Context: an optimization exercise on an open-source flow, tuned for small area and a short achievable clock period. The choices shown serve that exercise and are no tape-out recipe. Only simulation tests tie the RTL to the original design; equivalence was not proved. No activity file was given, so power comes from the tool's default toggle rates.

[design/flow/run.sh]
#!/bin/bash
# synth_recipe.tcl (not shown) runs the flow's synth.tcl, then flattens the netlist and writes it again
# the make line also repeats each setting of config.mk as NAME=value (left out here)
make -C /OpenROAD-flow-scripts/flow DESIGN_CONFIG=/design/flow/config.mk WORK_HOME=/design/flow/orfs CLKGATE_MAP_FILE= SYNTH_SCRIPT=/design/flow/synth_recipe.tcl finish
[design/flow/config.mk]
export PLATFORM = sky130hd
export DESIGN_NAME = spi_ram_ctrl
export DESIGN_NICKNAME = spi_ram_ctrl
export VERILOG_FILES = /design/flow/design.v
export SDC_FILE = /design/flow/constraint.sdc
export NUM_CORES = 4
export LEC_CHECK = 0
export CAP_MARGIN = 20
export CORE_MARGIN = 2
export CORE_UTILIZATION = 40
export SLEW_MARGIN = 20
[design/flow/constraint.sdc]
create_clock -name core_clock -period 5.0 [get_ports {clk}]
set_input_delay 1.0000 -clock core_clock [delete_from_list [all_inputs] [get_ports {clk}]]
set_output_delay 1.0000 -clock core_clock [all_outputs]
set_load 0.01 [all_outputs]
[design/flow/design.v]
module spi_ram_ctrl #(
  parameter int MEM_DEPTH = 256,
  parameter int ADDR_SIZE = 8,
  parameter int AUTO_INC  = 0
) (
  input  logic       clk,
  input  logic       rst_n,
  input  logic [9:0] din,
  input  logic       rx_valid,
  output logic [7:0] dout,
  output logic       tx_valid,
  output logic       cmd_err
);
  localparam logic [ADDR_SIZE:0]   DEPTH_L   = (ADDR_SIZE+1)'(MEM_DEPTH);
  localparam logic [ADDR_SIZE-1:0] LAST_ADDR = ADDR_SIZE'(MEM_DEPTH - 1);
  typedef enum logic {
    RD_NONE,
    RD_ARMED
  } rd_state_t;
  rd_state_t rd_state, rd_state_nxt;
  logic [7:0]           mem [MEM_DEPTH];
  logic                 rx_valid_q;
  logic                 accept;
  logic [1:0]           opcode;
  logic [ADDR_SIZE-1:0] addr;
  logic                 addr_ok;
  logic [ADDR_SIZE-1:0] wr_addr, wr_addr_nxt;
  logic [ADDR_SIZE-1:0] rd_addr, rd_addr_nxt;
  logic                 wr_addr_vld, wr_addr_vld_nxt;
  logic                 mem_we;
  logic                 rd_fire;
  logic                 err_nxt;
  assign accept  = rx_valid & ~rx_valid_q;
  assign opcode  = din[9:8];
  assign addr    = din[ADDR_SIZE-1:0];
  assign addr_ok = ({1'b0, addr} < DEPTH_L);
  always_comb begin
    rd_state_nxt    = rd_state;
    wr_addr_nxt     = wr_addr;
    rd_addr_nxt     = rd_addr;
    wr_addr_vld_nxt = wr_addr_vld;
    mem_we          = 1'b0;
    rd_fire         = 1'b0;
    err_nxt         = 1'b0;
    if (accept) begin
      unique case (opcode)
        2'b00: begin
          if (addr_ok) begin
            wr_addr_nxt     = addr;
            wr_addr_vld_nxt = 1'b1;
          end else begin
            err_nxt = 1'b1;
          end
        end
        2'b01: begin
          if (wr_addr_vld) begin
            mem_we = 1'b1;
            if (AUTO_INC != 0) begin
              wr_addr_nxt = (wr_addr == LAST_ADDR) ? '0 : wr_addr + ADDR_SIZE'(1);
            end
          end else begin
            err_nxt = 1'b1;
          end
        end
        2'b10: begin
          if (addr_ok) begin
            rd_addr_nxt  = addr;
            rd_state_nxt = RD_ARMED;
          end else begin
            err_nxt = 1'b1;
          end
        end
        default: begin
          if (rd_state == RD_ARMED) begin
            rd_fire      = 1'b1;
            rd_state_nxt = RD_NONE;
          end else begin
            err_nxt = 1'b1;
          end
        end
      endcase
    end
  end
  always_ff @(posedge clk or negedge rst_n) begin
    if (!rst_n) begin
      rx_valid_q  <= 1'b0;
      rd_state    <= RD_NONE;
      wr_addr     <= '0;
      rd_addr     <= '0;
      wr_addr_vld <= 1'b0;
      cmd_err     <= 1'b0;
      tx_valid    <= 1'b0;
      dout        <= '0;
    end else begin
      rx_valid_q  <= rx_valid;
      rd_state    <= rd_state_nxt;
      wr_addr     <= wr_addr_nxt;
      rd_addr     <= rd_addr_nxt;
      wr_addr_vld <= wr_addr_vld_nxt;
      cmd_err     <= err_nxt;
      if (rd_fire) begin
        tx_valid <= 1'b1;
        dout     <= mem[rd_addr];
      end else if (accept) begin
        tx_valid <= 1'b0;
      end
    end
  end
  always_ff @(posedge clk) begin
    if (mem_we) begin
      mem[wr_addr] <= din[7:0];
    end
  end
endmodule
==> out/qor.yml, run 1 <==
cts.repair.resized: 0
wire_per_inst_um: 30.99
worstPathBufferInverterCount: 2
yosysSeqAreaShare_pct: 76.33
holdCritPathClass: "in -> async"
power-per-cell-area_nw_per_um2: 437.3
status: "complete, no violations"
synth_enable_flop_cells: 2048
fp.dieW_um: 455.5
rrSetupSlack_ns: 0.61
synth_seq_cells: 2077
ios: 23
cpPeakStageDelay_ns: 1.09
fin_skew_ns: 0.04956
setup_violations: 0
fin_hold_ws_ns: 0.3282
reg2reg_depth: 8
num_rows: 165
switchingPower_mw: 10.43
nNetsFinal: 4394
root_buffer: "clkbuf_16"
clk_latency_ns: 0.86
ys_types: 66
r2r_start: "rd_addr[0]$_DFFE_PN0P_"
cts_setup_buffers: 0
clk_pin_slew_ns: 0.06
netlist_area_um2: 81530
pwr-share-clk_pct: 37.6
htreeDepth: 4
antenna_found_initial: 6
start_util_pct: 40.30
fin_crit_sh_pct: 87.85
cp_slowest_cell: "dfrtp_4"
gp_congestion: 0.8550
synthCells: 4079
num_vias: 42292
hold_viol: 0
yosys_warnings: 1
syn_area_per_cell_um2: 19.99
routed_wl_mm: 223.9
arrival_ns: 5.13
cap_viol_max_count: 0
cts_buffers: 203
drtAntennaViolNets: 0
period_needed_ns: 4.393
grt_max_degree: 113
holdBufCountCts: 0
async_reset_ff_share_pct: 1.396
critPathMaxFanout: 41
tightest_slew_ns: 1.182
overflow: 0
drt-pass1-iter-count: 6
crit_chain: "buf_12, nor2b_4, buf_4, a221oi_1, o21ai_0, a21boi_0, nand4_1, o221ai_1"
p_leak_nw: 29.47
dpl_cell_area_um2: 85810
fp.dieH_um: 455.5
fmaxAchievable_mhz: 227.7
clock-sinks: 2077
numPortBuffers: 22
dp_hpwl_mm: 139.6
grt_pass1_wl_mm: 317.5
critical-path-top-delay-family: "compound AO/OA/AOI/OAI gates"
synth_nets: 4092
fin_util_pct: 45.67
p_int_mw: 29.99
p_sw_share_pct: 25.80
synth_ff_type: "edfxtp_1"
grt_pass1_vias: 41923
maxSlewHeadroom_pct: 20.35
core-area_um2: 202300
worstSetupStartpointType: "flip-flop"
total_power_mw: 40.41
drt-initial-drc-count: 5382
rsz0062_at_grt: "false"
drc: 0
cts.path.max_buffers: 3
die_area_um2: 207400
vdd_drop_max_mv: 0.3459
cts_tree: "done"
grt_use_total_pct: 21.25
layout-area-overhead-vs-synth_pct: 13.35
combPwrFrac_pct: 14.3
end_kind: "flip-flop"
power_frac_seq_pct: 48.1
finalMaxSlewViolations: 0
worstPathRequired_ns: 5.74
worstSetupPathType: "reg -> reg"
final_common_cell: "edfxtp_1"
vias_per_cell: 5.855
layout_common_cells: "edfxtp_1 (2,048), mux2i_1 (419), buf_4 (294), nor2_1 (290), mux4_2 (269)"
r2r_end: "dout[4]$_DFFE_PN0P_"
final.setup.tns_ns: 0
drive_gt1_share_pct: 20.51
fin_area_um2: 92410
Yosys cell counts (all sizes together) (3+ instances only):
master | instances | share of area [%]
a221oi | 40 | 0.44
mux2i | 419 | 5.1
o211ai | 4 | 0.043
nor3 | 19 | 0.12
o221ai | 71 | 0.77
nor2b | 12 | 0.092
a31oi | 6 | 0.046
and3 | 3 | 0.025
nor2 | 298 | 1.4
a22oi | 57 | 0.52
a21oi | 69 | 0.42
inv | 3 | 0.014
a211o | 6 | 0.064
nand2 | 121 | 0.56
dfrtp | 29 | 0.89
nand4 | 12 | 0.092
nor4 | 7 | 0.054
o22ai | 107 | 0.82
and2 | 7 | 0.057
nand3b | 5 | 0.051
o21a | 3 | 0.028
clkbuf | 90 | 0.64
a21o | 3 | 0.028
a31o | 4 | 0.043
or3 | 8 | 0.061
edfxtp | 2048 | 75
mux2 | 13 | 0.18
o31ai | 3 | 0.028
a2111oi | 10 | 0.13
buf | 150 | 1.8
o21ai | 52 | 0.32
nand3 | 19 | 0.12
a211oi | 37 | 0.34
mux4 | 316 | 8.9
or3b | 3 | 0.032
nand2b | 3 | 0.023
stage by stage:
stage | worst slack [ns] | std cells
floorplan | 2.082 | 4079
global placement | 0.2764 | 6847
detailed placement | 0.2314 | 6847
CTS | 0.6616 | 7219
global route | 0.5700 | 7223
finish | 0.6074 | 7223
registers in the layout, indices dropped and copies added, names as in the netlist:
name and flops:
cmd_err 1, dout 8, mem 2048, rd_addr 8, rd_state 1, rx_valid_q 1
tx_valid 1, wr_addr 8, wr_addr_vld 1
cells by family after synthesis:
logic type | after synthesis | share of synthesized area (%)
multiplexers | 748 | 14.27
buffers and inverters | 243 | 2.472
AND/OR/NAND/NOR | 524 | 2.723
flip-flops | 2077 | 76.33
AO/OA/AOI/OAI | 487 | 4.210
cell type report:
class	instances	area (um2)
fill	17097	109900
sequential	2077	62240
multi-input combinational	1759	17360
clock buffer	261	5464
tap	2672	3343
timing repair buffer	337	2867
clock inverter	111	1117
inverter	3	13.76
antenna	3	7.507
power groups by stage:
stage	logic, mW	registers [mW]	clock network [mW]
5_1_grt	6.00	19.4	16.1
4_1_cts	5.76	19.4	15.4
6_report	5.76	19.4	15.2
2_1_floorplan	3.77	19.6	0
3_3_place_gp	5.73	19.8	0
3_5_place_dp	5.75	19.8	0
worst max-delay path by stage:
stage	endpoint	cells past startpoint	slack, ns	from
final	dout[4]$_DFFE_PN0P_	8	0.61	rd_addr[0]$_DFFE_PN0P_
after global routing	dout[4]$_DFFE_PN0P_	8	0.57	rd_addr[0]$_DFFE_PN0P_
after CTS	dout[4]$_DFFE_PN0P_	8	0.66	rd_addr[0]$_DFFE_PN0P_
after detailed placement	dout[4]$_DFFE_PN0P_	7	0.23	rx_valid
after global placement	dout[4]$_DFFE_PN0P_	7	0.28	rx_valid
after floorplan	mem[220][0]$_DFFE_PP_	6	2.08	din[9]
layer usage:
metal	track usage, %	wire [um]
met1	30.16	94170
met2	33.71	106100
met3	3.462	16700
met4	6.713	6910
met5	0	15
==> run 2: changes to the inputs <==
==> design/flow/design.v (replaced) <==
module spi_ram_ctrl (
  input  logic       clk,
  input  logic       rst_n,
  input  logic [9:0] din,
  input  logic       rx_valid,
  output logic [7:0] dout,
  output logic       tx_valid,
  output logic       cmd_err
);
  logic       rx_valid_q;
  logic       accept;
  logic [1:0] opcode;
  logic       wr_addr_vld;
  logic       rd_armed;
  logic [7:0] wr_addr;
  logic [7:0] rd_addr;
  logic       rd_fire;
  logic       we_q;
  logic [7:0] wdata_q;
  logic       hit_q;
  logic [7:0] mem [256];
  logic [7:0] p   [16];
  assign accept  = rx_valid & ~rx_valid_q;
  assign opcode  = din[9:8];
  assign rd_fire = accept & (opcode == 2'b11) & rd_armed;
  always_ff @(posedge clk or negedge rst_n) begin
    if (!rst_n) begin
      rx_valid_q  <= 1'b0;
      wr_addr_vld <= 1'b0;
      rd_armed    <= 1'b0;
      rd_addr     <= '0;
      cmd_err     <= 1'b0;
      tx_valid    <= 1'b0;
      dout        <= '0;
    end else begin
      rx_valid_q <= rx_valid;
      cmd_err    <= accept & (((opcode == 2'b01) & ~wr_addr_vld) |
                              ((opcode == 2'b11) & ~rd_armed));
      if (accept) begin
        tx_valid <= (opcode == 2'b11) & rd_armed;
        case (opcode)
          2'b00: wr_addr_vld <= 1'b1;
          2'b10: begin
            rd_addr  <= din[7:0];
            rd_armed <= 1'b1;
          end
          2'b11: rd_armed <= 1'b0;
          default: ;
        endcase
      end
      if (rd_fire) begin
        dout <= hit_q ? wdata_q : p[rd_addr[7:4]];
      end
    end
  end
  always_ff @(posedge clk) begin
    if (accept & (opcode == 2'b00)) wr_addr <= din[7:0];
    if (accept) wdata_q <= din[7:0];
    we_q  <= accept & (opcode == 2'b01) & wr_addr_vld;
    hit_q <= we_q & (wr_addr == rd_addr);
  end
  always_ff @(posedge clk) begin
    if (we_q) begin
      mem[wr_addr] <= wdata_q;
    end
  end
  always_ff @(posedge clk) begin
    for (int k = 0; k < 16; k++) begin
      p[k] <= mem[{4'(k), rd_addr[3:0]}];
    end
  end
endmodule
--- a/design/flow/config.mk
+++ b/design/flow/config.mk
@@ -8,4 +8,5 @@
 export CAP_MARGIN = 20
 export CORE_MARGIN = 2
 export CORE_UTILIZATION = 40
+export SETUP_SLACK_MARGIN = 2.5
 export SLEW_MARGIN = 20
==> run 2 against run 1 <==
  * Still clean
  * Wire length down 8.4%
  * Core utilization up 1.1 points
  * Synthesized area up 2.6%
  * Global-route usage down 1.9 points
  * Clock power up 8%
  * Critical endpoint is now mem[25][0]$_DFFE_PP_
==> out/qor.yml, run 2 <==
yosysSeqAreaShare_pct: 77.84
ys_top_cells_by_area: "edfxtp_1 (74%), mux4_2 (16%), dfxtp_1 (3.1%)"
maxSlewHeadroom_pct: 24.35
top_register: "mem"
fillers: 16721
clk_pin_slew_ns: 0.06
num_vias: 38992
yosys_warnings: 2
worstPathBufferInverterCount: 0
hold_viol: 0
largest_reg_flops: 2048
netlist_area_um2: 83640
power-per-cell-area_nw_per_um2: 451.9
fin_area_um2: 97100
arrival_ns: 3.12
vias_per_cell: 5.663
min_from: "tx_valid$_DFFE_PN0P_"
num_rows: 167
yosysTopAreaCellShare_pct: 74.10
cp_slowest_cell: "nor2_2"
rsz0062_at_grt: "true"
status: "complete, no violations"
preCtsSetupSlack_ns: 1.552
cap_viol_max_count: 0
setup_violations: 0
wire_per_inst_um: 29.77
worstSetupPathType: "reg -> reg"
r2r_start: "wr_addr[7]$_DFFE_PP_"
overflow: 0
drt-pass1-iter-count: 6
cts_buffers: 214
htreeDepth: 4
holdCritPathClass: "reg -> reg"
finalMaxSlewViolations: 0
setup.worst_path.start: "wr_addr[7]$_DFFE_PP_"
cts.path.max_buffers: 3
reg_top3: "mem (2048), p (128)"
fp.dieH_um: 461.3
fin_skew_ns: 0.05049
routed_wl_mm: 205.0
die_area_um2: 212800
syn_area_per_cell_um2: 22.26
synth_enable_flop_cells: 2064
dpl_cell_area_um2: 87370
clk_latency_ns: 0.87
fmaxAchievable_mhz: 380.2
nNetsFinal: 3918
holdBufCountCts: 0
drive_gt1_share_pct: 33.72
start_util_pct: 40.31
core-area_um2: 207500
grt_max_degree: 211
antenna_found_initial: 5
clock-sinks: 2215
gp_congestion: 0.8674
synth_seq_cells: 2215
layout-area-overhead-vs-synth_pct: 16.09
cpPeakStageDelay_ns: 0.62
synth_nets: 3770
layout_common_cells: "edfxtp_1 (2,064), mux4_2 (595), clkbuf_16 (217), nor2_4 (150), dfxtp_1 (130)"
fin_ws_ns: 2.370
fin_hold_ws_ns: 0.4999
ios: 23
critPathMaxFanout: 16
grt_use_total_pct: 19.31
fin_crit_sh_pct: 52.61
root_buffer: "clkbuf_16"
grt_pass1_wl_mm: 294.7
end_kind: "flip-flop"
fp.dieW_um: 461.3
p_leak_nw: 29.52
synthTopCellsByCount: "edfxtp_1 (2,064), mux4_2 (595), nor2_1 (275)"
worstPathRequired_ns: 5.49
worstSetupStartpointType: "flip-flop"
cts_tree: "done"
synthCells: 3757
vdd_drop_max_mv: 0.3685
ys_types: 52
period_needed_ns: 2.630
tightest_slew_ns: 1.129
grt_pass1_vias: 39304
crit_chain: "nor2_1, nand2_2, nor2_2"
critical-path-top-delay-family: "simple AND/OR/NAND/NOR gates"
final_common_cell: "edfxtp_1"
drtAntennaViolNets: 0
drt-initial-drc-count: 4466
yosysMostFrequentCell: "edfxtp_1"
synth_top_area_cell: "edfxtp_1"
async_reset_ff_share_pct: 0.9481
drc: 0
final.setup.tns_ns: 0
synth_ff_type: "edfxtp_1"
dp_hpwl_mm: 116.5
numPortBuffers: 22
[run 2: cell types whose count changed after synthesis, moves of 34 or more]
| cell | before | now |
|---|---|---|
| mux2i_1 | 419 | 62 |
| o221ai_1 | 70 | 1 |
| a22oi_1 | 57 | 17 |
| dfxtp_1 | 0 | 130 |
| a221oi_1 | 39 | 4 |
| o21ai_0 | 52 | 12 |
| mux4_2 | 269 | 595 |
| nor2b_1 | 12 | 64 |
| nand2_1 | 121 | 40 |
| o22ai_1 | 107 | 13 |
| buf_6 | 39 | 5 |
| buf_2 | 37 | 73 |
| mux4_1 | 47 | 0 |
[run 2: power breakdown]
group / switching (mW) / internal, mW
Combinational: 3.20 / 2.84
Clock: 7.13 / 9.28
Sequential: 0.731 / 20.7
Total: 11.1 / 32.8
[run 2: cells by family after synthesis]
family	Yosys count	share of synthesized area [%]
flops	2215	77.84
simple gates	455	2.449
mux	666	16.88
xor+xnor	8	0.08377
compound gates	186	1.487
buf+inv	227	1.258
[run 2: worst min-delay path, stage by stage, from the launching register on]
cell,delay [ns]
dfrtp_1,0.35
nand2_1,0.05
nand2_1,0.06
[run 2: stage by stage]
stage	total power [mW]	utilization [%]	instances
after floorplan	25.26	-	3757
after detailed placement	27.56	42.11	6426
after global routing	45.14	46.80	6884
after CTS	44.11	46.35	6867
after global placement	27.57	42.11	6426
final	43.88	46.80	6886
[run 2: cell type report]
type | count | area, um2 | share of cell area (%)
Clock inverter | 123 | 1409 | 1.451
Tap cell | 2788 | 3488 | 3.592
Multi-Input combinational cell | 1315 | 19250 | 19.83
Antenna cell | 2 | 5.005 | 0.005154
Clock buffer | 284 | 5839 | 6.014
Sequential cell | 2215 | 65130 | 67.08
Timing Repair Buffer | 151 | 1946 | 2.004
Inverter | 8 | 30.03 | 0.03093
[run 2: repair_timing]
item,CTS,global route
resized for setup,367,156
cloned,4,1
pin swaps,2,8
endpoints found under the setup margin,1990,1779
buffers inserted,30,14
[run 2: worst paths after layout]
check | cells after the start | slack, ns | endpoint
max in group asynchronous | 2 | 4.20 | rd_addr[7]$_DFFE_PN0P_
worst max register to register | 3 | 2.37 | mem[25][0]$_DFFE_PP_
worst min register to register | 2 | 0.50 | tx_valid$_DFFE_PN0P_
worst min-delay path | 2 | 0.50 | tx_valid$_DFFE_PN0P_
worst max-delay path | 3 | 2.37 | mem[25][0]$_DFFE_PP_
min in group asynchronous | 2 | 0.51 | dout[2]$_DFFE_PN0P_
[run 2: routing by layer]
| metal | GRT usage (%) | share of wire, % | vias up |
|---|---|---|---|
| met5 | 0 | 0 | - |
| met4 | 5.433 | 2.9 | 0 |
| met3 | 3.506 | 7.1 | 315 |
| met2 | 29.48 | 47 | 1522 |
| met1 | 28.53 | 43 | 21099 |
| li1 | - | - | 16056 |
==> run 3: changes to the inputs <==
--- a/design/flow/config.mk
+++ b/design/flow/config.mk
@@ -8,5 +8,5 @@
 export CAP_MARGIN = 20
 export CORE_MARGIN = 2
 export CORE_UTILIZATION = 40
-export SETUP_SLACK_MARGIN = 2.5
+export SETUP_SLACK_MARGIN = 3.0
 export SLEW_MARGIN = 20
==> run 3 against run 2 <==
  * Synthesized cell count unchanged
  * Still clean
  * Critical path depth down 2
  * Sequential power about the same
==> out/qor.yml, run 3 <==
numPortBuffers: 22
end_kind: "output pin"
routed_wl_mm: 231.0
crit_chain: "buf_6"
fmaxAchievable_mhz: 400.7
clock-sinks: 2215
cts_buffers: 215
overflow: 0
top_register: "mem"
grt_pass1_vias: 41745
clk_pin_slew_ns: 0.06
dpl_cell_area_um2: 87780
worstPathRequired_ns: 4.00
synth_ff_type: "edfxtp_1"
fin_hold_ws_ns: 0.1334
synth_enable_flop_cells: 2064
grt_use_total_pct: 21.23
fin_ws_ns: 2.505
fp.dieH_um: 461.3
root_buffer: "clkbuf_16"
p_leak_nw: 33.77
worstSetupPathType: "reg -> out"
yosysMostFrequentCell: "edfxtp_1"
synth_seq_cells: 2215
fin_crit_sh_pct: 49.91
hold_viol: 0
vdd_drop_max_mv: 0.2901
grt_pass1_wl_mm: 319.2
nNetsFinal: 4406
fin_skew_ns: 0.05278
syn_area_per_cell_um2: 22.26
critPathMaxFanout: 1
grt_max_degree: 190
critical-path-top-delay-family: "flip-flops"
largest_reg_flops: 2048
num_rows: 167
cp_slowest_cell: "dfrtp_2"
status: "complete, no violations"
yosys_warnings: 2
cts_tree: "done"
n_antenna_cell: 0
dp_hpwl_mm: 118.4
synth_top_area_cell: "edfxtp_1"
total_power_mw: 46.65
arrival_ns: 1.50
final_common_cell: "edfxtp_1"
drive_gt1_share_pct: 44.27
maxSlewHeadroom_pct: 18.46
synth_nets: 3770
ios: 23
yosysSeqAreaShare_pct: 77.84
post-place-cells: 6443
layout_common_cells: "edfxtp_1 (2,064), mux4_2 (595), nor2_4 (257), buf_12 (246), clkbuf_16 (222)"
clk_latency_ns: 0.86
start_util_pct: 40.31
worstPathBufferInverterCount: 1
rsz0062_at_grt: "true"
ys_top_cells_by_area: "edfxtp_1 (74%), mux4_2 (16%), dfxtp_1 (3.1%)"
holdCritPathClass: "in -> async"
drt-initial-drc-count: 4859
async_reset_ff_share_pct: 0.9481
yosysTopAreaCellShare_pct: 74.10
drc: 0
reg_top3: "mem (2048), p (128)"
core-area_um2: 207500
die_area_um2: 212800
worstSetupStartpointType: "flip-flop"
netlist_area_um2: 83640
fin_util_pct: 51.73
drtAntennaViolNets: 0
wire_per_inst_um: 31.33
final.setup.tns_ns: 0
preCtsSetupSlack_ns: 1.565
gp_congestion: 0.8638
cpPeakStageDelay_ns: 0.46
period_needed_ns: 2.495
vias_per_cell: 5.767
ys_types: 52
layout-area-overhead-vs-synth_pct: 28.32
tightest_slew_ns: 1.223
cap_viol_max_count: 0
synthCells: 3757
cts.path.max_buffers: 3
setup_violations: 0
htreeDepth: 4
fin_area_um2: 107300
power-per-cell-area_nw_per_um2: 434.6
fin_cells: 7373
antenna_found_initial: 4
synthTopCellsByCount: "edfxtp_1 (2,064), mux4_2 (595), nor2_1 (275)"
finalMaxSlewViolations: 0
drt-pass1-iter-count: 7
num_vias: 42520
fp.dieW_um: 461.3
holdBufCountCts: 0
==> run 3: changes by cell type in the layout (fill, tap and decap cells not counted), sizes merged <==
cell / previous run / this run
clkinv: 87 / 86
clkinvlp: 9 / 1
clkbuf: 286 / 300
inv: 16 / 14
buf: 133 / 617
clkdlybuf4s15: 1 / 0
bufbuf: 3 / 5
diode: 2 / 0
clkdlybuf4s50: 12 / 11
bufinv: 19 / 21
==> run 3: worst paths after layout <==
kind	start	endpoint	slack [ns]	cells after the start
max in group asynchronous	rst_n	rd_addr[6]$_DFFE_PN0P_	4.41	1
hold reg to reg	tx_valid$_DFFE_PN0P_	tx_valid$_DFFE_PN0P_	0.49	2
setup reg to reg	rd_addr[0]$_DFFE_PN0P_	p[4][1]$_DFF_P_	2.58	7
hold / removal	rst_n	dout[6]$_DFFE_PN0P_	0.13	1
setup / recovery	cmd_err$_DFF_PN0_	cmd_err	2.50	1
min in group core_clock	tx_valid$_DFFE_PN0P_	tx_valid$_DFFE_PN0P_	0.49	2
==> run 3: cell families after synthesis <==
group	Yosys count	synth area share, %
AO/OA/AOI/OAI	186	1.487
XOR/XNOR	8	0.08377
buffers and inverters	227	1.258
flip-flops	2215	77.84
multiplexers	666	16.88
AND/OR/NAND/NOR	455	2.449
==> run 3: timing repair <==
item                                    4_1_cts  5_1_grt
pin swaps                                   189      160
gates resized for setup                     919      188
buffers inserted                            308      138
gates cloned                                 71        4
endpoints found under the setup margin     2309     2354
==> run 3: per-layer routing <==
metal / share of wire (%) / up-vias / global-route usage (%)
met5: 0.012 / - / 0
met4: 3.3 / 4 / 6.250
met3: 8.1 / 388 / 3.989
met2: 48 / 1940 / 33.11
met1: 41 / 23131 / 30.51
li1: - / 17057 / -
==> run 3: cell type report <==
cell class	count	area, um2
sequential	2215	65140
multi-input combinational	1315	21040
clock inverter	114	1289
clock buffer	295	5934
tap	2788	3488
inverter	8	30.03
fill	15561	100200
timing repair buffer	638	10420
==> run 3: where the power goes <==
| group | switching (mW) | internal (mW) | leakage (nW) |
|---|---|---|---|
| combinational | 4.18 | 4.51 | 10.3 |
| clock | 7.03 | 9.44 | 3.54 |
| sequential | 0.794 | 20.7 | 19.9 |
==> run 4: changes to the inputs <==
--- a/design/flow/config.mk
+++ b/design/flow/config.mk
@@ -8,5 +8,4 @@
 export CAP_MARGIN = 20
 export CORE_MARGIN = 2
 export CORE_UTILIZATION = 40
-export SETUP_SLACK_MARGIN = 3.0
 export SLEW_MARGIN = 20
==> run 4 against run 3 <==
  * Synthesized cell count unchanged
  * Register-to-register slack worse by 1.1 ns
  * Maximum frequency down 29%
  * Clock skew up 0.017 ns
  * Largest cell class unchanged
  * Flip-flop and latch count unchanged
  * Synthesized area unchanged
  * Critical path depth up 3
  * Critical path type is now reg -> reg
  * Via count down 8.6%
  * Die area unchanged
==> out/qor.yml, run 4 <==
top_register: "mem"
synth_nets: 3770
numPortBuffers: 22
cts.path.max_buffers: 3
syn_area_per_cell_um2: 22.26
fin_skew_ns: 0.06996
fin_hold_ws_ns: 0.1260
synthCells: 3757
antenna_found_initial: 5
drt-pass1-iter-count: 5
worstPathBufferInverterCount: 1
overflow: 0
period_needed_ns: 3.490
finalMaxSlewViolations: 0
synth_ff_type: "edfxtp_1"
yosysMostFrequentCell: "edfxtp_1"
reg2reg_depth: 4
drive_gt1_share_pct: 26.01
status: "complete, no violations"
n_antenna_cell: 0
num_vias: 38871
synth_top_area_cell: "edfxtp_1"
cpPeakStageDelay_ns: 0.79
drt-initial-drc-count: 4381
fp.dieH_um: 461.3
dp_hpwl_mm: 120.3
critical-path-top-delay-family: "simple AND/OR/NAND/NOR gates"
layout-area-overhead-vs-synth_pct: 13.75
holdCritPathClass: "in -> async"
preCtsSetupSlack_ns: 1.545
clock-sinks: 2215
synthTopCellsByCount: "edfxtp_1 (2,064), mux4_2 (595), nor2_1 (275)"
arrival_ns: 3.96
cts_buffers: 218
fin_util_pct: 45.85
grt_use_total_pct: 19.10
start_util_pct: 40.31
root_buffer: "clkbuf_16"
vdd_drop_max_mv: 0.4025
core-area_um2: 207500
drc: 0
power-per-cell-area_nw_per_um2: 463.7
worstSetupPathType: "reg -> reg"
gp_congestion: 0.8729
fin_ws_ns: 1.510
p_leak_nw: 29.15
fin_crit_sh_pct: 69.81
cts_setup_buffers: 0
nNetsFinal: 3890
reg_top3: "mem (2048), p (128)"
critPathMaxFanout: 10
rsz0062_at_grt: "false"
async_reset_ff_share_pct: 0.9481
grt_pass1_vias: 39181
fmaxAchievable_mhz: 286.5
wire_per_inst_um: 29.41
cp_slowest_cell: "nand2_1"
worstSetupStartpointType: "flip-flop"
yosysSeqAreaShare_pct: 77.84
ys_types: 52
netlist_area_um2: 83640
tightest_slew_ns: 1.303
hold_viol: 0
cts.repair.resized: 0
grt_pass1_wl_mm: 292.5
synth_seq_cells: 2215
layout_common_cells: "edfxtp_1 (2,064), mux4_2 (595), nor2_1 (274), clkbuf_16 (218), dfxtp_1 (130)"
clk_latency_ns: 0.88
maxSlewHeadroom_pct: 11.94
ios: 23
clk_pin_slew_ns: 0.06
fp.dieW_um: 461.3
die_area_um2: 212800
synth_enable_flop_cells: 2064
routed_wl_mm: 201.8
fillers: 16946
setup_violations: 0
cts_tree: "done"
final_common_cell: "edfxtp_1"
total_power_mw: 44.12
ys_top_cells_by_area: "edfxtp_1 (74%), mux4_2 (16%), dfxtp_1 (3.1%)"
drtAntennaViolNets: 0
holdBufCountCts: 0
crit_chain: "nor3b_1, nand2_1, buf_4, nor2_1"
yosysTopAreaCellShare_pct: 74.10
end_kind: "flip-flop"
worstPathRequired_ns: 5.47
largest_reg_flops: 2048
grt_max_degree: 177
yosys_warnings: 2
final.setup.tns_ns: 0
vias_per_cell: 5.666
cap_viol_max_count: 0
num_rows: 167
worst-path-stages: 4
htreeDepth: 4
[run 4: cell types whose count changed in the layout (fill, tap and decap cells not counted), sizes merged]
cell / delta
bufbuf: -5
clkinv: +10
inv: -1
bufinv: +6
clkdlybuf4s50: +10
clkinvlp: +10
clkbuf: -24
buf: -519
[run 4: per-layer routing]
layer / vias to the layer above / share of wire [%] / GRT usage [%]
met2: 1602 / 47 / 29.78
met3: 293 / 6.9 / 3.187
met5: - / 0.0059 / 0
met1: 21014 / 43 / 27.69
met4: 2 / 2.9 / 5.750
li1: 15960 / - / -
[run 4: layout make-up]
class	count	area (um2)	share of cell area [%]
flip-flops and latches	2215	65130	68.45
multi-input cells	1315	17540	18.44
clock buffers	276	5853	6.152
well taps	2788	3488	3.666
clock inverters	139	1709	1.796
repair buffers	119	1394	1.465
inverters	8	30.03	0.03156
[run 4: power by group]
part           switching (mW)  internal [mW]  leakage [nW]
Clock                    7.13           9.77          3.66
Sequential              0.861           20.7          19.9
Combinational            2.95           2.71          5.60
[run 4: cell families after synthesis]
logic type | after synthesis | synth area share (%)
DFF | 2215 | 77.84
muxes | 666 | 16.88
and+or+nand+nor | 455 | 2.449
buffers and inverters | 227 | 1.258
AOI/OAI and AO/OA | 186 | 1.487
xor gates and xnor gates | 8 | 0.08377
[run 4: worst paths after layout]
path | start | endpoint | slack [ns]
worst max-delay path | wr_addr[3]$_DFFE_PP_ | mem[20][5]$_DFFE_PP_ | 1.51
worst min-delay path | rst_n | rd_armed$_DFFE_PN0P_ | 0.13
worst max register to register | wr_addr[3]$_DFFE_PP_ | mem[20][5]$_DFFE_PP_ | 1.51
worst min register to register | tx_valid$_DFFE_PN0P_ | tx_valid$_DFFE_PN0P_ | 0.49
max in group asynchronous | rst_n | rd_addr[2]$_DFFE_PN0P_ | 4.42
min in group core_clock | tx_valid$_DFFE_PN0P_ | tx_valid$_DFFE_PN0P_ | 0.49
[run 4: through the flow]
| stage | instances | instance area (um2) |
|---|---|---|
| after floorplan | 3757 | 83640 |
| after global placement | 6443 | 87530 |
| after detailed placement | 6445 | 87580 |
| after CTS | 6860 | 95140 |
| after global routing | 6860 | 95140 |
| final | 6860 | 95140 |
==> run 5: changes to the inputs <==
--- a/design/flow/config.mk
+++ b/design/flow/config.mk
@@ -7,5 +7,6 @@
 export LEC_CHECK = 0
 export CAP_MARGIN = 20
 export CORE_MARGIN = 2
-export CORE_UTILIZATION = 40
+export CORE_UTILIZATION = 65
+export SETUP_SLACK_MARGIN = 2.5
 export SLEW_MARGIN = 20
==> run 5 against run 4 <==
  * Still clean on timing, DRC and antenna
  * Non-clock buffer count increased by 47
  * Total power fell by 1.7%
  * Worst setup slack improved by 0.92 ns
  * Register-to-register slack improved by 0.92 ns
  * Die area down 38%
  * Largest power group unchanged
==> out/qor.yml, run 5 <==
synth_enable_flop_cells: 2064
worstSetupStartpointType: "flip-flop"
numPortBuffers: 22
p_leak_nw: 29.44
status: "complete, no violations"
root_buffer: "clkbuf_16"
dp_hpwl_mm: 115.8
drt-initial-drc-count: 5413
drc: 0
overflow: 0
cts_tree: "done"
fmaxAchievable_mhz: 389.2
netlist_area_um2: 83640
fp.dieH_um: 362.7
drive_gt1_share_pct: 33.41
rsz0062_at_grt: "true"
gp_congestion: 0.9025
worstSetupPathType: "reg -> reg"
fp.dieW_um: 362.7
power-per-cell-area_nw_per_um2: 454.4
total_power_mw: 43.36
synth_seq_cells: 2215
cts.path.max_buffers: 3
grt_max_degree: 203
seq_area_um2: 65130
power_frac_seq_pct: 49.5
layout-area-overhead-vs-synth_pct: 14.08
grt_pass1_vias: 39668
clk_latency_ns: 0.83
fin_crit_sh_pct: 51.39
period_needed_ns: 2.569
start_util_pct: 65.51
routed_wl_mm: 198.4
ys_top_cells_by_area: "edfxtp_1 (74%), mux4_2 (16%), dfxtp_1 (3.1%)"
clock-sinks: 2215
final.setup.tns_ns: 0
yosysTopAreaCellShare_pct: 74.10
p_sw_share_pct: 24.34
multi_input_area_um2: 19240
cap_viol_max_count: 0
yosysSeqAreaShare_pct: 77.84
synth_top_area_cell: "edfxtp_1"
die_area_um2: 131600
fillers: 6850
finalMaxSlewViolations: 0
grt_use_total_pct: 30.83
cp_common_cell: "nor2_1"
holdBufCountCts: 0
setup_violations: 0
yosysMostFrequentCell: "edfxtp_1"
cpPeakStageDelay_ns: 0.74
core-area_um2: 127700
tightest_slew_ns: 1.174
async_reset_ff_share_pct: 0.9481
wire_per_inst_um: 34.50
top_register: "mem"
largest_reg_flops: 2048
worstPathRequired_ns: 5.43
preCtsSetupSlack_ns: 1.765
fin_hold_ws_ns: 0.1716
clk_pin_slew_ns: 0.07
holdCritPathClass: "in -> async"
fin_ws_ns: 2.431
critPathMaxFanout: 8
syn_area_per_cell_um2: 22.26
vdd_drop_max_mv: 0.3772
num_rows: 131
synthCells: 3757
yosys_warnings: 2
cp_slowest_cell: "nor2_1"
switchingPower_mw: 10.55
hold_viol: 0
synthTopCellsByCount: "edfxtp_1 (2,064), mux4_2 (595), nor2_1 (275)"
drtAntennaViolNets: 0
arrival_ns: 3.00
drt-pass1-iter-count: 8
critical-path-top-delay-family: "simple AND/OR/NAND/NOR gates"
pwr-share-clk_pct: 36.5
maxSlewHeadroom_pct: 21.72
ys_types: 52
synth_ff_type: "edfxtp_1"
crit_chain: "nand2_1, nor2_1, nand3b_1, nor2_1"
p_int_mw: 32.81
vias_per_cell: 6.914
reg_top3: "mem (2048), p (128)"
nNetsFinal: 3925
worstPathBufferInverterCount: 0
synth_nets: 3770
antenna_found_initial: 3
ios: 23
end_kind: "flip-flop"
cts_buffers: 206
htreeDepth: 4
num_vias: 39756
final_common_cell: "edfxtp_1"
fin_skew_ns: 0.02690
grt_pass1_wl_mm: 286.0
layout_common_cells: "edfxtp_1 (2,064), mux4_2 (595), clkbuf_16 (214), nor2_4 (154), dfxtp_1 (130)"
fin_util_pct: 74.73
combPwrFrac_pct: 14.0
run 5: cell types whose count changed in the layout (fill, tap and decap cells not counted), sizes merged:
cell / change
clkinv: -35
clkdlybuf4s50: -10
clkbuf: +14
buf: +43
diode: +2
clkinvlp: -3
bufbuf: +4
clkdlybuf4s15: +7
bufinv: -6
run 5: worst reg2reg max path, cell delays in order, from the launching register on:
cell      delay [ns]
edfxtp_1        0.68
nand2_1         0.20
nor2_1          0.26
nand3b_1        0.30
nor2_1          0.75
run 5: area by class of cell:
type / count / share of cell area [%]
clock inverter: 95 / 1.095
inverter: 8 / 0.03147
multi-input combinational: 1315 / 20.16
timing repair buffer: 166 / 2.171
tap: 1662 / 2.179
clock buffer: 287 / 6.096
sequential: 2215 / 68.26
antenna: 2 / 0.005245
run 5: path summary, 6_finish.rpt:
kind | from | endpoint | slack (ns) | cells past startpoint
worst max-delay path | wr_addr[4]$_DFFE_PP_ | mem[245][0]$_DFFE_PP_ | 2.43 | 4
worst min-delay path | rst_n | dout[3]$_DFFE_PN0P_ | 0.17 | 1
worst max register to register | wr_addr[4]$_DFFE_PP_ | mem[245][0]$_DFFE_PP_ | 2.43 | 4
worst min register to register | tx_valid$_DFFE_PN0P_ | tx_valid$_DFFE_PN0P_ | 0.50 | 2
max in group asynchronous | rst_n | rd_addr[6]$_DFFE_PN0P_ | 4.38 | 1
min in group core_clock | tx_valid$_DFFE_PN0P_ | tx_valid$_DFFE_PN0P_ | 0.50 | 2
run 5: power groups by stage:
stage	clock, mW	sequential (mW)	combinational [mW]
2_1_floorplan	0	21.3	3.93
3_3_place_gp	0	21.9	5.49
3_5_place_dp	0	21.9	5.54
4_1_cts	16.0	21.5	5.94
5_1_grt	16.7	21.4	6.35
6_report	15.8	21.5	6.08
run 5: metrics by stage:
stage / instances / instance area [um2]
2_1_floorplan: 3757 / 83640
3_3_place_gp: 5312 / 85940
3_5_place_dp: 5314 / 85970
4_1_cts: 5721 / 93970
5_1_grt: 5748 / 95420
6_report: 5750 / 95420
run 5: layer usage:
layer | routed length, um | global-route usage [%] | up-vias
met5 | 11 | 0 | -
met4 | 4551 | 8.364 | 2
met3 | 18280 | 6.122 | 282
met2 | 95440 | 47.02 | 2117
met1 | 80120 | 46.92 | 21318
li1 | - | - | 16037
run 5: cell families (layout without fill, tap and decap cells):
family	Yosys count	in the layout	share of synthesized area, %
simple gates	455	455	2.449
mux	666	666	16.88
xor+xnor	8	8	0.08377
compound gates	186	186	1.487
other cells	0	2	0
buf+inv	227	556	1.258
flops	2215	2215	77.84
run 5: repair_timing:
item                                     CTS  global route
endpoints found under the setup margin  2021          1740
endpoints found under the hold margin      0             0
cloned                                     5             2
pin swaps                                  0             2
resized for setup                        253           266
buffers inserted                          20            24
==> run 6: changes to the inputs <==
--- a/design/flow/config.mk
+++ b/design/flow/config.mk
@@ -8,5 +8,7 @@
 export CAP_MARGIN = 20
 export CORE_MARGIN = 2
 export CORE_UTILIZATION = 65
+export CTS_CLUSTER_DIAMETER = 100
+export CTS_CLUSTER_SIZE = 30
 export SETUP_SLACK_MARGIN = 2.5
 export SLEW_MARGIN = 20
==> run 6 against run 5 <==
  * Flip-flop and latch count unchanged
  * First-iteration DRC count shrank 0.72%
  * Clock power fell by 46%
  * Non-clock buffer count rose by 9
  * Synthesized cell count did not move
  * Die area stayed put
  * Worst setup slack lost 0.051 ns
  * Core utilization is 3.3 points lower
  * Global-route usage is 0.75 points lower
  * Count of clock-buffer cells in the layout decreased by 139
==> out/qor.yml, run 6 <==
root_buffer: "clkbuf_16"
layout-area-overhead-vs-synth_pct: 9.046
hold_viol: 0
synth_seq_cells: 2215
cts_buffers: 83
yosysTopAreaCellShare_pct: 74.10
post-place-cells: 5314
async_reset_ff_share_pct: 0.9481
num_vias: 38826
clk_latency_ns: 0.72
largest_reg_flops: 2048
fillers: 7313
clock-sinks: 2215
drc: 0
tightest_slew_ns: 1.164
drt-pass1-iter-count: 6
synthCells: 3757
period_needed_ns: 2.620
yosys_warnings: 2
synth_ff_type: "edfxtp_1"
fmaxAchievable_mhz: 381.6
layout_common_cells: "edfxtp_1 (2,064), mux4_2 (595), nor2_4 (172), dfxtp_1 (130)"
ios: 23
fin_skew_ns: 0.03459
drtAntennaViolNets: 0
nNetsFinal: 3811
cts_tree: "done"
holdBufCountCts: 0
yosysSeqAreaShare_pct: 77.84
die_area_um2: 131600
arrival_ns: 2.99
grt_pass1_wl_mm: 279.9
num_rows: 131
worstSetupPathType: "reg -> reg"
overflow: 0
antenna_found_initial: 5
worstSetupStartpointType: "flip-flop"
dp_hpwl_mm: 115.8
core-area_um2: 127700
critPathMaxFanout: 16
numPortBuffers: 22
routed_wl_mm: 194.7
ys_types: 52
fin_cells: 5526
syn_area_per_cell_um2: 22.26
yosysMostFrequentCell: "edfxtp_1"
drive_gt1_share_pct: 29.69
synth_top_area_cell: "edfxtp_1"
wire_per_inst_um: 35.23
multi_input_area_um2: 19340
p_leak_nw: 27.32
start_util_pct: 65.51
finalMaxSlewViolations: 0
final_common_cell: "edfxtp_1"
reg_top3: "mem (2048), p (128)"
maxSlewHeadroom_pct: 22.38
fp.dieH_um: 362.7
holdCritPathClass: "in -> async"
seq_area_um2: 65130
top_register: "mem"
synthTopCellsByCount: "edfxtp_1 (2,064), mux4_2 (595), nor2_1 (275)"
power-per-cell-area_nw_per_um2: 395.9
fp.dieW_um: 362.7
final.setup.tns_ns: 0
synth_enable_flop_cells: 2064
vias_per_cell: 7.026
synth_nets: 3770
netlist_area_um2: 83640
gp_congestion: 0.9025
vdd_drop_max_mv: 0.3309
end_kind: "flip-flop"
status: "complete, no violations"
grt_pass1_vias: 38461
cap_viol_max_count: 0
worstPathRequired_ns: 5.36
rsz0062_at_grt: "true"
clk_pin_slew_ns: 0.12
setup_violations: 0
fin_crit_sh_pct: 52.41
cts.path.max_buffers: 3
grt_use_total_pct: 30.08
ys_top_cells_by_area: "edfxtp_1 (74%), mux4_2 (16%), dfxtp_1 (3.1%)"
drt-initial-drc-count: 5374
grt_max_degree: 203
htreeDepth: 3
[run 6: through the flow]
stage          hold slack [ns]  setup slack [ns]  util, %  total power [mW]  instance area, um2
2_1_floorplan           0.4625            0.9365        -             25.26               83640
3_3_place_gp            0.4628             1.755    67.31             27.42               85940
3_5_place_dp            0.4862             1.765    67.33             27.46               85970
4_1_cts                 0.5069             2.063    70.24             36.08               89680
5_1_grt                 0.2819             2.302    71.43             37.08               91210
6_report                0.2596             2.380    71.43             36.11               91210
[run 6: final timing paths]
| path | cells past startpoint | slack (ns) | endpoint | startpoint |
|---|---|---|---|---|
| min in group core_clock | 2 | 0.51 | tx_valid$_DFFE_PN0P_ | tx_valid$_DFFE_PN0P_ |
| worst min register to register | 2 | 0.51 | tx_valid$_DFFE_PN0P_ | tx_valid$_DFFE_PN0P_ |
| max in group asynchronous | 1 | 4.28 | rd_addr[1]$_DFFE_PN0P_ | rst_n |
| worst max-delay path | 3 | 2.38 | mem[125][5]$_DFFE_PP_ | wr_addr[6]$_DFFE_PP_ |
| worst min-delay path | 1 | 0.26 | rd_addr[4]$_DFFE_PN0P_ | rst_n |
| worst max register to register | 3 | 2.38 | mem[125][5]$_DFFE_PP_ | wr_addr[6]$_DFFE_PP_ |
[run 6: where the power goes]
| group | leakage (nW) | total, mW | switching (mW) | internal [mW] |
|---|---|---|---|---|
| Clock | 1.15 | 8.58 | 5.23 | 3.36 |
| Combinational | 6.28 | 6.10 | 3.16 | 2.95 |
| Sequential | 19.9 | 21.4 | 0.754 | 20.7 |
| Total | 27.3 | 36.1 | 9.14 | 27.0 |
[run 6: what timing repair did]
action | CTS | global route
pin swaps | 0 | 3
buffers inserted | 21 | 31
setup endpoints to repair | 2024 | 1821
gates cloned | 6 | 2
gates resized for setup | 251 | 271
[run 6: metal layers]
metal / vias to the layer above / share of wire, % / global-route usage, %
met5: - / 0.016 / 0
met4: 4 / 2.0 / 6.761
met3: 221 / 9.7 / 5.143
met2: 2010 / 48 / 46.40
met1: 20921 / 40 / 46.52
li1: 15670 / - / -
[run 6: final cells by class]
class / count / share of cell area [%]
diodes: 1 / 0.002744
flip-flops and latches: 2215 / 71.41
repair buffers: 175 / 2.402
multi-input cells: 1315 / 21.21
well taps: 1662 / 2.280
inverters: 8 / 0.03292
clock inverters: 2 / 0.05076
clock buffers: 148 / 2.615
[run 6: critical path: stages (launching register included)]
cell and delay [ns]:
edfxtp_1 0.66, nor2b_2 0.53, nand3_4 0.48, nor2_2 0.55
[run 6: cell families (layout without fill, tap and decap cells)]
kind of cell              count (synthesis)  count (layout)  share of synthesized area (%)
DFF                                    2215            2215                          77.84
muxes                                   666             666                          16.88
and+or+nand+nor                         455             455                          2.449
buffers and inverters                   227             333                          1.258
AOI/OAI and AO/OA                       186             186                          1.487
xor gates and xnor gates                  8               8                        0.08377
other                                     0               1                              0
==> run 7: changes to the inputs <==
==> design/flow/design.v (replaced) <==
module spi_ram_ctrl (
  input  logic       clk,
  input  logic       rst_n,
  input  logic [9:0] din,
  input  logic       rx_valid,
  output logic [7:0] dout,
  output logic       tx_valid,
  output logic       cmd_err
);
  logic        rx_valid_q;
  logic        accept;
  logic [1:0]  opcode;
  logic        wr_addr_vld;
  logic        rd_armed;
  logic [7:0]  wr_addr;
  logic [15:0] rd_lo;
  logic [15:0] rd_hi;
  logic        wr_go;
  logic        rd_fire;
  logic        we_q;
  logic [15:0] we_hi_q;
  logic [15:0] we_lo_q;
  logic [7:0]  wdata_q;
  logic        hit_q;
  logic [7:0]  mem [256];
  logic [7:0]  p   [16];
  logic [7:0]  rd_data;
  assign accept  = rx_valid & ~rx_valid_q;
  assign opcode  = din[9:8];
  assign wr_go   = accept & (opcode == 2'b01) & wr_addr_vld;
  assign rd_fire = accept & (opcode == 2'b11) & rd_armed;
  always_comb begin
    rd_data = '0;
    for (int k = 0; k < 16; k++) rd_data = rd_data | (p[k] & {8{rd_hi[k]}});
  end
  always_ff @(posedge clk or negedge rst_n) begin
    if (!rst_n) begin
      rx_valid_q  <= 1'b0;
      wr_addr_vld <= 1'b0;
      rd_armed    <= 1'b0;
      cmd_err     <= 1'b0;
      tx_valid    <= 1'b0;
      dout        <= '0;
    end else begin
      rx_valid_q <= rx_valid;
      cmd_err    <= accept & (((opcode == 2'b01) & ~wr_addr_vld) |
                              ((opcode == 2'b11) & ~rd_armed));
      if (accept) begin
        tx_valid <= (opcode == 2'b11) & rd_armed;
        case (opcode)
          2'b00:   wr_addr_vld <= 1'b1;
          2'b10:   rd_armed    <= 1'b1;
          2'b11:   rd_armed    <= 1'b0;
          default: ;
        endcase
      end
      if (rd_fire) begin
        dout <= hit_q ? wdata_q : rd_data;
      end
    end
  end
  always_ff @(posedge clk) begin
    if (accept & (opcode == 2'b00)) wr_addr <= din[7:0];
    if (accept & (opcode == 2'b10)) begin
      for (int j = 0; j < 16; j++) begin
        rd_lo[j] <= (din[3:0] == 4'(j));
        rd_hi[j] <= (din[7:4] == 4'(j));
      end
    end
    if (accept) wdata_q <= din[7:0];
    we_q <= wr_go;
    for (int j = 0; j < 16; j++) begin
      we_hi_q[j] <= wr_go & (wr_addr[7:4] == 4'(j));
      we_lo_q[j] <= (wr_addr[3:0] == 4'(j));
    end
    hit_q <= we_q & rd_lo[wr_addr[3:0]] & rd_hi[wr_addr[7:4]];
  end
  always_ff @(posedge clk) begin
    for (int r = 0; r < 256; r++) begin
      if (we_hi_q[r / 16] & we_lo_q[r % 16]) mem[r] <= wdata_q;
    end
  end
  always_ff @(posedge clk) begin
    for (int k = 0; k < 16; k++) begin
      logic [7:0] acc;
      acc = '0;
      for (int j = 0; j < 16; j++) acc = acc | (mem[16*k + j] & {8{rd_lo[j]}});
      p[k] <= acc;
    end
  end
endmodule
--- a/design/flow/config.mk
+++ b/design/flow/config.mk
@@ -9,6 +9,6 @@
 export CORE_MARGIN = 2
 export CORE_UTILIZATION = 65
 export CTS_CLUSTER_DIAMETER = 100
-export CTS_CLUSTER_SIZE = 30
-export SETUP_SLACK_MARGIN = 2.5
+export CTS_CLUSTER_SIZE = 20
+export SETUP_SLACK_MARGIN = 2.7
 export SLEW_MARGIN = 20
==> run 7 against run 6 <==
  * Worst hold slack improved by 0.21 ns
  * Sequential share of layout area grew 5.2 points
  * Critical path type is now reg -> out
  * Register-to-register slack improved by 0.26 ns
  * Total power down 10%
  * Via count increased by 13%
  * Still clean on timing, DRC and antenna
  * Count of clock-buffer cells in the layout is 87 higher
  * Wire length up 15%
  * Combinational power is about 90% lower
  * Synthesized area shrank 3.6%
  * Sequential power shrank 3%
  * Cell area shrank 4.9%
==> out/qor.yml, run 7 <==
status: "complete, no violations"
final_common_cell: "edfxtp_1"
final.setup.tns_ns: 0
yosysTopAreaCellShare_pct: 78.08
netlist_area_um2: 80610
syn_area_per_cell_um2: 19.22
cpPeakStageDelay_ns: 0.49
fin_cells: 5943
synthCells: 4195
antenna_found_initial: 19
drt-initial-drc-count: 6533
ys_types: 41
layout_common_cells: "edfxtp_1 (2,096), a22o_1 (512), a221oi_1 (509), and2_1 (256), dfxtp_1 (159)"
largest_reg_flops: 2048
multi_input_area_um2: 12980
arrival_ns: 1.40
num_vias: 43785
critical-path-top-delay-family: "flip-flops"
yosys_warnings: 3
grt_pass1_vias: 42020
worstPathBufferInverterCount: 1
synth_nets: 4208
synthTopCellsByCount: "edfxtp_1 (2,096), a221oi_1 (512), a22o_1 (512)"
synth_enable_flop_cells: 2096
power-per-cell-area_nw_per_um2: 373.0
clock-sinks: 2271
r2r_start: "we_lo_q[0]$_DFF_P_"
seq_area_um2: 66510
numPortBuffers: 22
synth_top_area_cell: "edfxtp_1"
fin_crit_sh_pct: 48.07
dpl_cell_area_um2: 82600
endpoint: "dout[4]"
synth_ff_type: "edfxtp_1"
vdd_drop_max_mv: 0.3646
fin_ws_ns: 2.596
rsz0062_at_grt: "true"
nNetsFinal: 4191
grt_pass1_wl_mm: 314.3
rrSetupSlack_ns: 2.64
ios: 23
crit_chain: "buf_6"
combPwrFrac_pct: 1.8
gp_congestion: 0.9318
yosysMostFrequentCell: "edfxtp_1"
critPathMaxFanout: 2
core-area_um2: 123300
fp.dieW_um: 356.2
clk_pin_slew_ns: 0.09
start_util_pct: 65.37
fp.dieH_um: 356.2
reg2reg_depth: 2
worstSetupStartpointType: "flip-flop"
drc: 0
cts_buffers: 131
power_frac_seq_pct: 64.0
worst-path-stages: 1
fin_area_um2: 86780
p_leak_nw: 26.98
synth_seq_cells: 2271
p_sw_share_pct: 19.46
cts.path.max_buffers: 3
switchingPower_mw: 6.300
drt-pass1-iter-count: 8
root_buffer: "clkbuf_16"
finalMaxSlewViolations: 0
yosysSeqAreaShare_pct: 82.50
period_needed_ns: 2.404
fin_util_pct: 70.38
die_area_um2: 126900
top_register: "mem"
clk_latency_ns: 0.76
setup.worst_path.start: "dout[4]$_DFFE_PN0P_"
grt_max_degree: 210
cap_viol_max_count: 0
holdCritPathClass: "reg -> reg"
drtAntennaViolNets: 0
vias_per_cell: 7.367
setup_violations: 0
holdBufCountCts: 0
cts_tree: "done"
post-place-cells: 5660
hold_viol: 0
end_kind: "output pin"
async_reset_ff_share_pct: 0.5724
reg_top3: "mem (2048), p (128)"
p_int_mw: 26.07
grt_use_total_pct: 35.37
drive_gt1_share_pct: 6.793
preCtsSetupSlack_ns: 1.811
maxSlewHeadroom_pct: 26.11
num_rows: 129
tightest_slew_ns: 1.108
dp_hpwl_mm: 129.5
ys_top_cells_by_area: "edfxtp_1 (78%), a221oi_1 (5.6%), a22o_1 (5.6%)"
fillers: 7617
overflow: 0
cp_slowest_cell: "dfrtp_2"
layout-area-overhead-vs-synth_pct: 7.657
fin_skew_ns: 0.02440
routed_wl_mm: 223.7
pwr-share-clk_pct: 34.2
worstPathRequired_ns: 4.00
htreeDepth: 4
wire_per_inst_um: 37.64
r2r_end: "mem[240][1]$_DFFE_PP_"
fmaxAchievable_mhz: 416.0
worstSetupPathType: "reg -> out"
run 7: cell types whose count changed after synthesis, sizes merged, moves of 46 or more:
cell / before / now
a211oi: 47 / 1
mux4: 595 / 6
nor2b: 64 / 12
mux2i: 62 / 4
a22o: 8 / 512
clkbuf: 104 / 180
nor2: 275 / 41
a21oi: 60 / 1
a221oi: 4 / 512
nand4: 3 / 137
and2: 1 / 256
run 7: timing repair:
item,CTS,global route
buffers inserted,10,10
cloned,1,0
resized for setup,73,8
pin swaps,1,1
setup endpoints to repair,66,114
run 7: layout make-up:
class                      count  share of cell area, %
antenna                       22                0.06344
clock buffer                 235                  4.423
clock inverter                 4                0.04325
inverter                       2               0.008650
multi-input combinational   1641                  14.95
sequential                  2271                  76.64
tap                         1637                  2.360
timing repair buffer         131                  1.507
run 7: kinds of logic after synthesis:
kind of cell,count (synthesis),synth area share (%)
compound gates,1102,11.93
buf+inv,284,1.465
flops,2271,82.50
mux,10,0.2173
simple gates,528,3.885
run 7: how the worst min path moves through the flow:
| stage | endpoint | slack (ns) | depth (start not counted) | start |
|---|---|---|---|---|
| 2_1_floorplan | wr_addr_vld$_DFFE_PN0P_ | 0.43 | 1 | wr_addr_vld$_DFFE_PN0P_ |
| 3_3_place_gp | p[11][7]$_DFF_P_ | 0.45 | 2 | mem[191][7]$_DFFE_PP_ |
| 3_5_place_dp | wr_addr_vld$_DFFE_PN0P_ | 0.45 | 1 | wr_addr_vld$_DFFE_PN0P_ |
| 4_1_cts | wr_addr_vld$_DFFE_PN0P_ | 0.47 | 1 | wr_addr_vld$_DFFE_PN0P_ |
| 5_1_grt | wr_addr_vld$_DFFE_PN0P_ | 0.50 | 1 | wr_addr_vld$_DFFE_PN0P_ |
| 6_report | p[11][7]$_DFF_P_ | 0.47 | 2 | mem[191][7]$_DFFE_PP_ |
run 7: power by group through the flow:
stage	Sequential, mW	Clock [mW]	Combinational, mW
2_1_floorplan	21.3	0	0.131
5_1_grt	20.7	11.7	0.612
3_5_place_dp	21.2	0	0.528
4_1_cts	20.7	11.1	0.562
3_3_place_gp	21.2	0	0.511
6_report	20.7	11.1	0.584
run 7: layer usage:
metal | vias up | GRT usage [%] | part of all wire (%)
li1 | 17710 | - | -
met1 | 22730 | 51.01 | 38
met2 | 2890 | 54.16 | 47
met3 | 439 | 8.159 | 12
met5 | - | 0 | 0.044
met4 | 16 | 12.41 | 3.7
run 7: stage by stage:
step                      power (mW)  hold WS, ns
after floorplan                21.40       0.4308
after global placement         21.67       0.4486
after detailed placement       21.69       0.4541
after CTS                      32.38       0.4732
after global routing           33.09       0.4952
final                          32.37       0.4700
==> run 8: changes to the inputs <==
--- a/design/flow/config.mk
+++ b/design/flow/config.mk
@@ -9,6 +9,6 @@
 export CORE_MARGIN = 2
 export CORE_UTILIZATION = 65
 export CTS_CLUSTER_DIAMETER = 100
-export CTS_CLUSTER_SIZE = 20
-export SETUP_SLACK_MARGIN = 2.7
+export CTS_CLUSTER_SIZE = 30
+export SETUP_SLACK_MARGIN = 2.9
 export SLEW_MARGIN = 20
==> run 8 against run 7 <==
  * Still clean on timing, DRC and antenna
  * Critical path depth unchanged
  * Combinational power shrank 9.2%
  * Clock power fell by 21%
  * Die area did not move
  * Sequential power barely moved
  * Final cell count down 1.3%
  * Synthesized area stayed put
  * Non-clock buffer count shrank 14
  * Synthesized cell count stayed put
  * Critical endpoint is now tx_valid
  * Largest cell class unchanged
==> out/qor.yml, run 8 <==
status: "complete, no violations"
routed_wl_mm: 227.4
fin_crit_sh_pct: 48.08
grt_max_degree: 174
ios: 23
worstPathRequired_ns: 4.00
finalMaxSlewViolations: 0
final.setup.tns_ns: 0
fin_util_pct: 69.32
cap_viol_max_count: 0
reg_top3: "mem (2048), p (128)"
final_common_cell: "edfxtp_1"
synthCells: 4195
cp_slowest_cell: "dfrtp_2"
tightest_slew_ns: 1.129
maxSlewHeadroom_pct: 24.75
holdCritPathClass: "reg -> reg"
cts.path.max_buffers: 3
synth.mux.area_fraction_pct: 0.2173
clk_latency_ns: 0.73
layout_common_cells: "edfxtp_1 (2,096), a22o_1 (512), a221oi_1 (506), and2_1 (247), dfxtp_1 (152)"
ys_types: 41
overflow: 0
worstSetupStartpointType: "flip-flop"
vias_per_cell: 7.507
wire_per_inst_um: 38.76
ys_top_cells_by_area: "edfxtp_1 (78%), a221oi_1 (5.6%), a22o_1 (5.6%)"
critical-path-top-delay-family: "flip-flops"
cpPeakStageDelay_ns: 0.52
htreeDepth: 3
synth_xor_area_share_pct: 0
cts_buffers: 85
grt_pass1_wl_mm: 317.1
yosysMostFrequentCell: "edfxtp_1"
clk_pin_slew_ns: 0.11
setup_violations: 0
grt_use_total_pct: 35.83
num_vias: 44042
syn_area_per_cell_um2: 19.22
drc: 0
drtAntennaViolNets: 0
synth_top_area_cell: "edfxtp_1"
yosys.area_share.simple_pct: 3.885
p_leak_nw: 26.28
fmaxAchievable_mhz: 416.0
end_kind: "output pin"
synth_compound_area_share_pct: 11.93
start_util_pct: 65.37
async_reset_ff_share_pct: 0.5724
synth_top_family_by_area: "compound AO/OA/AOI/OAI gates"
cts_tree: "done"
yosysTopAreaCellShare_pct: 78.08
fp.dieW_um: 356.2
drt-initial-drc-count: 6970
fin_skew_ns: 0.03147
netlist_area_um2: 80610
gp_congestion: 0.9951
worstPathBufferInverterCount: 1
rsz0062_at_grt: "true"
yosysSeqAreaShare_pct: 82.50
top_register: "mem"
largest_reg_flops: 2048
fin_cells: 5867
period_needed_ns: 2.404
synthAdderAreaFrac_pct: 0
numPortBuffers: 22
fp.dieH_um: 356.2
dp_hpwl_mm: 128.3
num_rows: 129
drt-pass1-iter-count: 8
synth_seq_cells: 2271
total_power_mw: 30.04
worstSetupPathType: "reg -> out"
post-place-cells: 5652
synth_enable_flop_cells: 2096
vdd_drop_max_mv: 0.3080
root_buffer: "clkbuf_16"
synth_ff_type: "edfxtp_1"
yosys_warnings: 3
synthTopCellsByCount: "edfxtp_1 (2,096), a221oi_1 (512), a22o_1 (512)"
critPathMaxFanout: 2
hold_viol: 0
power-per-cell-area_nw_per_um2: 351.4
clock-sinks: 2271
nNetsFinal: 4131
fillers: 7769
layout-area-overhead-vs-synth_pct: 6.045
arrival_ns: 1.40
antenna_found_initial: 27
grt_pass1_vias: 41692
crit_chain: "buf_6"
drive_gt1_share_pct: 5.971
fin_hold_ws_ns: 0.4843
die_area_um2: 126900
core-area_um2: 123300
synth_nets: 4208
[run 8: cell counts after synthesis]
No cell type changed its count.
[run 8: repair_timing]
action / CTS / global route
setup endpoints to repair: 508 / 150
hold buffers: 0 / 0
setup buffers: 12 / 2
gates cloned: 1 / 0
pin swaps: 1 / 0
gates resized for setup: 88 / 16
[run 8: kinds of logic after synthesis]
| group | after synthesis |
|---|---|
| buf+inv | 284 |
| flops | 2271 |
| mux | 10 |
| compound gates | 1102 |
| simple gates | 528 |
[run 8: worst paths after layout]
path                                       startpoint                   end  slack, ns  depth (start not counted)
worst max-delay path             tx_valid$_DFFE_PN0P_              tx_valid       2.60                          1
worst min-delay path            mem[180][3]$_DFFE_PP_      p[11][3]$_DFF_P_       0.48                          2
worst max register to register    we_lo_q[14]$_DFF_P_  mem[94][5]$_DFFE_PP_       2.84                          2
worst min register to register  mem[180][3]$_DFFE_PP_      p[11][3]$_DFF_P_       0.48                          2
max in group asynchronous                       rst_n   dout[4]$_DFFE_PN0P_       3.51                          1
min in group asynchronous                       rst_n   dout[3]$_DFFE_PN0P_       0.80                          1
[run 8: layer usage]
metal | vias up | wire [um] | part of all wire [%] | global-route usage, %
met5 | - | 80 | 0.035 | 0
li1 | 17558 | - | - | -
met2 | 3186 | 105200 | 46 | 54.10
met1 | 22745 | 83880 | 37 | 51.32
met4 | 12 | 9917 | 4.4 | 15.11
met3 | 541 | 28310 | 12 | 8.189
[run 8: final cells by class]
| cell class | instances | area (um2) | share of cell area [%] |
|---|---|---|---|
| Clock buffer | 154 | 2429 | 2.841 |
| Clock inverter | 2 | 20.02 | 0.02342 |
| Sequential cell | 2271 | 66540 | 77.84 |
| Inverter | 2 | 12.51 | 0.01464 |
| Timing Repair Buffer | 117 | 1310 | 1.532 |
| Tap cell | 1637 | 2048 | 2.396 |
| Multi-Input combinational cell | 1641 | 13020 | 15.23 |
| Antenna cell | 43 | 107.6 | 0.1259 |
[run 8: power by group]
group / internal [mW] / switching (mW) / leakage, nW / total (mW)
clock network: 3.36 / 5.37 / 1.16 / 8.73
registers: 20.7 / 0.106 / 20.4 / 20.8
logic: 0.145 / 0.385 / 4.74 / 0.530
[run 8: metrics by stage]
step           worst slack (ns)  instance area, um2
6_report                  2.596               85490
5_1_grt                   2.566               85380
4_1_cts                   2.580               85280
3_5_place_dp              2.023               82630
3_3_place_gp              2.071               82630
2_1_floorplan            0.9362               80640

==> afterwards: timing with drivers on the ports <==
In the flow no input, the clock included, has a driving cell. The finished layouts below were timed again as built, in two steps. Step 1, drivers: a clkbuf_16 drives clk and a buf_2 each remaining input, both assumed. Step 2 moves the port delays by t, midway between the first and last clock arrival at a register: inputs arrive t later, outputs are due t later. That takes back most of the time a late clock gives input paths. Slacks: ideal ports / drivers / drivers and shift; pairs: ideal ports / drivers.
run	t, ns	slack for setup (ns)	worst setup path after step 2	worst data-port slew with drivers (ns)
run 1	0.918	0.607 / 0.607 / 0.183	input to register	0.05
run 2	0.927	2.370 / 2.370 / 1.852	input to register	0.16
run 3	0.917	2.505 / 2.428 / 2.168	input to register	0.12
run 4	0.922	1.510 / 1.510 / 1.510	register to register	0.07
run 5	0.891	2.431 / 2.431 / 1.853	input to register	0.04
run 6	0.789	2.380 / 2.380 / 1.857	input to register	0.04
run 7	0.820	2.596 / 2.524 / 1.912	input to register	0.13
run 8	0.794	2.596 / 2.514 / 2.173	input to register	0.19
After both steps setup and hold are still met in every run listed. The setup slack of run 7, which loses most, moves by -0.072 ns with the drivers and by -0.684 ns with both steps.
